From an optimization exercise on the open Yosys and OpenROAD flow, aimed at small area and a short achievable clock period; shortcuts taken in it are not production practice.
The RTL was checked by simulation tests, not by an equivalence proof against the original design.
Power figures rest on the tool's default switching activity, not on a simulated workload.

## tile_top
module tile_top (
	input  logic                                      clk,
	input  logic                                      reset,
	input  logic                                      i_run,
	input  logic                                      i_cfg_req,
	input  logic [48-1:0]                   i_cfg,
	output logic                                      o_cfg_ack,
	input  logic [4*17-1:0]    i_flit_in,
	output logic [4*17-1:0]    o_flit_out
);
For scale: ~3200 cells after synthesis, roughly 980 flip-flops, ~190 I/O pins, ~46000 sq um of cells after synthesis.
clock: 7.0 ns
lec_check: 0
abc_clock_period_in_ps: 3300
cap_margin: 20
core_margin: 2
core_utilization: 55
cts_buf_list: sky130_fd_sc_hd__clkbuf_8
cts_cluster_size: 30
setup_slack_margin: 3.7
slew_margin: 20
standard.sh (not shown) runs the stock make flow with config.mk's settings and CLKGATE_MAP_FILE= SYNTH_SCRIPT=/design/flow/synth_recipe.tcl, a recipe that flattens the netlist after the stock synthesis.
==> flow/flow/run.sh <==
#!/bin/bash
# The standard layout, with plain buffers (not delay cells) on the ports.
set -o pipefail
export BUFFER_PORTS_ARGS="-buffer_cell sky130_fd_sc_hd__buf_2"
bash standard.sh finish > standard.log 2>&1
Change:
==> flow/run.sh (new file) <==
#!/bin/bash
# synth_recipe.tcl (not shown) runs the flow's synth.tcl, then flattens the netlist and writes it again
# the make line also repeats each setting of config.mk as NAME=value (left out here)
make -C /OpenROAD-flow-scripts/flow DESIGN_CONFIG=/design/flow/config.mk WORK_HOME=/design/flow/orfs CLKGATE_MAP_FILE= SYNTH_SCRIPT=/design/flow/synth_recipe.tcl finish
removed: flow/flow/run.sh
removed: flow/standard.sh
- area after synthesis does not change
- first-iteration DRC count rose by 2.0%
- power goes up by 0.46%
- die area stays the same
- wire length rose by 0.60%
- final area is higher by 2.3%

tile_top, a different RTL version from the one above (not shown whole).
Size: ~4200 cells after synthesis, about 190 I/O pins, ~47000 µm² of cells after synthesis.
export LEC_CHECK = 0
export ABC_AREA = 1
export CAP_MARGIN = 20
export CORE_MARGIN = 2
export CORE_UTILIZATION = 65
export CTS_BUF_LIST = sky130_fd_sc_hd__clkbuf_8
export CTS_CLUSTER_DIAMETER = 45
export CTS_CLUSTER_SIZE = 20
export SETUP_SLACK_MARGIN = 3.7
export SLEW_MARGIN = 20
create_clock -name core_clock -period 7.0 [get_ports {clk}]
==> flow/flow/run.sh <==
#!/bin/bash
# The standard layout, with plain buffers (not delay cells) on the ports.
set -o pipefail
export BUFFER_PORTS_ARGS="-buffer_cell sky130_fd_sc_hd__buf_1"
bash standard.sh finish > standard.log 2>&1
The starting point finished clean.
Then changed:
--- a/flow/config.mk
+++ b/flow/config.mk
@@ -8 +8 @@
-export ABC_AREA = 1
+export ABC_CLOCK_PERIOD_IN_PS = 3300
@@ -15 +15 @@
-export SETUP_SLACK_MARGIN = 3.7
+export SETUP_SLACK_MARGIN = 3.45
=> The changed run went through all stages and came out clean. Cell area fell by a few percent. Total power falls by a few percent. Non-clock buffer count falls by 27. Routed wire length shrinks slightly. Die area came out lower by a few percent. Clock-buffer cell count stays the same. Clock skew goes down by 0.0059 ns. Sequential share of layout area went up by 2.0 points. Cell count falls by about a fifth. Combinational power fell by roughly a tenth.
Then changed:
--- a/flow/config.mk
+++ b/flow/config.mk
@@ -15 +15 @@
-export SETUP_SLACK_MARGIN = 3.45
+export SETUP_SLACK_MARGIN = 3.7
Result:
- The new run ran to the end with no violations
- sequential share of layout area went down by 1.2 points
- utilization increases by 1.6 points
- clock power is higher by about 3%
Then changed:
--- a/flow/config.mk
+++ b/flow/config.mk
@@ -15 +15 @@
-export SETUP_SLACK_MARGIN = 3.7
+export SETUP_SLACK_MARGIN = 4.2
Power goes up by 4.1%.
Count of clock-buffer cells in the layout came out higher by 2.
Non-clock buffer count went up by 95.
Then changed:
--- a/flow/config.mk
+++ b/flow/config.mk
@@ -8 +8 @@
-export ABC_CLOCK_PERIOD_IN_PS = 3300
+export ABC_CLOCK_PERIOD_IN_PS = 2500
@@ -15 +15 @@
-export SETUP_SLACK_MARGIN = 4.2
+export SETUP_SLACK_MARGIN = 3.7
Result: The changed run passed the timing, design-rule and antenna checks; cell area is lower by 4.9%; worst setup slack is better by 0.14 ns; area after synthesis stays the same; clock skew is lower by 0.0048 ns; die area is unchanged; routed wire length is lower by about 4%; global-route usage is lower by 0.91 points; worst hold slack is about the same.
Then changed:
--- a/flow/flow/run.sh
+++ b/flow/flow/run.sh
@@ -4 +4 @@
-export BUFFER_PORTS_ARGS="-buffer_cell sky130_fd_sc_hd__buf_1"
+export BUFFER_PORTS_ARGS="-buffer_cell sky130_fd_sc_hd__buf_2"
--- a/flow/config.mk
+++ b/flow/config.mk
@@ -8 +8 @@
-export ABC_CLOCK_PERIOD_IN_PS = 2500
+export ABC_CLOCK_PERIOD_IN_PS = 3300
@@ -11 +11 @@
-export CORE_UTILIZATION = 65
+export CORE_UTILIZATION = 55
@@ -13,2 +13 @@
-export CTS_CLUSTER_DIAMETER = 45
-export CTS_CLUSTER_SIZE = 20
+export CTS_CLUSTER_SIZE = 30
What happened:
- register-to-register slack barely changes
- critical path depth goes down by 1
- first-iteration DRC count goes down by 21%
- flip-flop and latch count is unchanged
- clock-buffer cell count goes up by 59
- routed wire length goes up by 2.7%
- non-clock buffer count goes down by 18
- worst setup slack got worse by 0.011 ns

## port drivers added, routing unchanged
The flow's constraints put no driver on any port. The routed layouts listed below were extracted and timed again, unchanged, in two steps.
Step 1 assumes that a clkbuf_16 drives the clock port and a buf_2 every other input.
Step 2 moves the port delays by t, midway between the first and last clock arrival at a register: inputs arrive t later, outputs are due t later. That takes back most of the time a late clock gives input paths.
Slacks: ideal ports / drivers / drivers and shift; pairs: ideal ports / drivers.
run	t (ns)	setup slack, ns	worst register clock-pin slew, ns	pins driven straight from the clock port
the first run of note 1	0.893	3.410 / 3.410 / 2.811	0.07 / 0.07	1
the second run of note 1	0.889	3.382 / 3.382 / 2.779	0.07 / 0.07	1
the first run of note 2	0.835	3.574 / 3.574 / 2.863	0.11 / 0.11	1
the second run of note 2	0.798	3.462 / 3.457 / 2.661	0.11 / 0.11	1
the third run of note 2	0.826	3.630 / 3.630 / 2.810	0.12 / 0.12	1
the fourth run of note 2	0.800	3.494 / 3.510 / 2.709	0.11 / 0.11	1
the fifth run of note 2	0.826	3.630 / 3.630 / 2.810	0.12 / 0.12	1
the sixth run of note 2	0.877	3.620 / 3.620 / 2.767	0.07 / 0.07	1
After both steps setup and hold are still met in every run listed. For the sixth run of note 2, which loses most, drivers alone change the setup slack by 0.000 ns; drivers and shift together by -0.853 ns.
